From an optimization exercise on the open Yosys and OpenROAD flow, aimed at small area, a short achievable clock period and few clock cycles per item; shortcuts taken in it are not production practice. Only simulation tests tie the RTL to the original design; equivalence was not proved. Power and IR drop assume default switching activity.

Setup of JK:
Design gated_pulse_count_accumulator, start of the top module:
module gated_pulse_count_accumulator (
	input  logic                             clk,
	input  logic                             arst_n,
	input  logic                             sample_valid,
	output logic                             sample_ready,
	input  logic [48:0]                      sample,
	output logic                             result_valid,
	input  logic                             result_ready,
	output logic [193:0]                     result,
	input  logic                             cfg_we,
	input  logic [gpca_pkg::CFG_IDX_W-1:0]   cfg_index,
	input  logic [gpca_pkg::CFG_DATA_W-1:0]  cfg_wdata
);
Size: ~1,900 cells after synthesis, about 400 flip-flops, about 280 I/O pins, roughly 20,000 sq um of cells after synthesis.
export LEC_CHECK = 0
export CAP_MARGIN = 20
export CORE_MARGIN = 2
export CORE_UTILIZATION = 40
export CTS_BUF_LIST = sky130_fd_sc_hd__clkbuf_8
export CTS_CLUSTER_SIZE = 32
export PLACE_DENSITY = 0.6
export SLEW_MARGIN = 20
create_clock -name core_clock -period 11.0 [get_ports {clk}]
standard.sh (not shown) runs the stock make flow with config.mk's settings and CLKGATE_MAP_FILE= SYNTH_SCRIPT=/design/flow/synth_recipe.tcl, a recipe that flattens the netlist after the stock synthesis.
==> flow/flow/run.sh <==
#!/bin/bash
# Own layout flow: the standard layout (standard.sh, unchanged synthesis,
# floorplan, power grid, placement, CTS and routing) with two changes:
#  - ports are buffered with sky130_fd_sc_hd__buf_1 instead of the default
#    delay buffer;
#  - timing repair aims for extra setup slack (SETUP_SLACK_MARGIN).
# Each tool's full output stays in orfs/logs; make's output goes to standard.log.
set -euo pipefail
export BUFFER_PORTS_ARGS="-buffer_cell sky130_fd_sc_hd__buf_1"
export SETUP_SLACK_MARGIN=6.9
bash standard.sh > standard.log 2>&1
JK | status: complete | timing, DRC, antenna: pass
Testbench counts of JK, summed over its fixed seeds: cycles 24,128, items 24,000.
> inputs changed (JK -> MS)
Settings: swapping sky130_fd_sc_hd__clkbuf_8 for sky130_fd_sc_hd__clkbuf_16 in CTS_BUF_LIST; swapping 0.6 for 0.75 in PLACE_DENSITY; putting CTS_CLUSTER_DIAMETER at 80 where nothing was set; swapping 32 for 24 in CTS_CLUSTER_SIZE; swapping 40 for 60 in CORE_UTILIZATION.
--- a/flow/flow/run.sh
+++ b/flow/flow/run.sh
@@ -9,3 +9,3 @@
 export BUFFER_PORTS_ARGS="-buffer_cell sky130_fd_sc_hd__buf_1"
-export SETUP_SLACK_MARGIN=6.9
+export SETUP_SLACK_MARGIN=7.2
 bash standard.sh > standard.log 2>&1
==> comparison <==
- JK vs MS, biggest area consumer among cell classes: registers vs multi-input combinational cells
- Area growth from synthesis to final layout in MS is 1.4 points below JK.
- Max critical path depth across MS and JK: MS
- Between MS and JK, the final cycle utilization of the critical path figures differ only marginally.
- Looking at MS and JK, the fmax is a wash.
- On final critical path time including I/O delays and setup: between MS and JK, it ends up lower for MS.
- Setup slack after placement for MS: 0.39 ns down relative to JK
- Delta (MS minus JK): core utilization grew by 23 points, worst hold slack grew by 0.011 ns.
- When the final numbers for MS and JK were put side by side, the combinational share of power turned out to be greater in MS.
#### Input delta (AL over MS)
Settings: CTS_BUF_LIST changed from sky130_fd_sc_hd__clkbuf_16 to sky130_fd_sc_hd__clkbuf_8; CTS_CLUSTER_DIAMETER removed (was 80); PLACE_DENSITY changed from 0.75 to 0.6; CORE_UTILIZATION changed from 60 to 40; CTS_CLUSTER_SIZE removed (was 24).
--- a/flow/flow/run.sh
+++ b/flow/flow/run.sh
@@ -3,3 +3,3 @@
 # floorplan, power grid, placement, CTS and routing) with two changes:
-#  - ports are buffered with sky130_fd_sc_hd__buf_1 instead of the default
+#  - ports are buffered with sky130_fd_sc_hd__buf_2 instead of the default
 #    delay buffer;
@@ -8,3 +8,3 @@
 set -euo pipefail
-export BUFFER_PORTS_ARGS="-buffer_cell sky130_fd_sc_hd__buf_1"
+export BUFFER_PORTS_ARGS="-buffer_cell sky130_fd_sc_hd__buf_2"
 export SETUP_SLACK_MARGIN=7.2
--- outcome ---
- AL: no failed stages, no open violations at the end
- Changes observed in AL relative to MS: final weighted congestion in routability-driven placement went down, total number of multi-input combinational cells essentially unchanged.
- Synthesis-to-layout area growth is higher on AL
- Diff MS -> AL | count of clock-buffer cells in the layout | up by more than 100%
- Summary — area after detailed placement, AL relative to MS: higher, by 620 sq um.
- In the metrics for MS and AL, the one carrying the lower design area is MS.

[afterwards: timing with drivers on the ports]
The results above use ideal ports. As a check the final layouts listed here were re-extracted and re-timed, cells and wires unchanged.
Step 1 sets driving cells, clkbuf_16 on the clock port and buf_2 on the other inputs (assumed; they add their load-dependent delay and slew).
Step 2 also shifts input and output timing later by t, the mid clock arrival at the registers, as if the neighbouring blocks saw the same clock.
Three values: no drivers, after step 1, after step 2; two values: the first two.
run	t, ns	setup slack, ns	hold slack, ns
JK	0.687	6.980 / 6.986 / 6.299	0.453 / 0.453 / 0.453
MS	0.595	6.987 / 6.987 / 6.393	0.464 / 0.464 / 0.464
AL	0.675	7.067 / 7.078 / 6.403	0.459 / 0.459 / 0.459
After both steps setup and hold are still met in every run listed. The setup slack of JK, which loses most, moves by +0.006 ns with the drivers and by -0.681 ns with both steps.
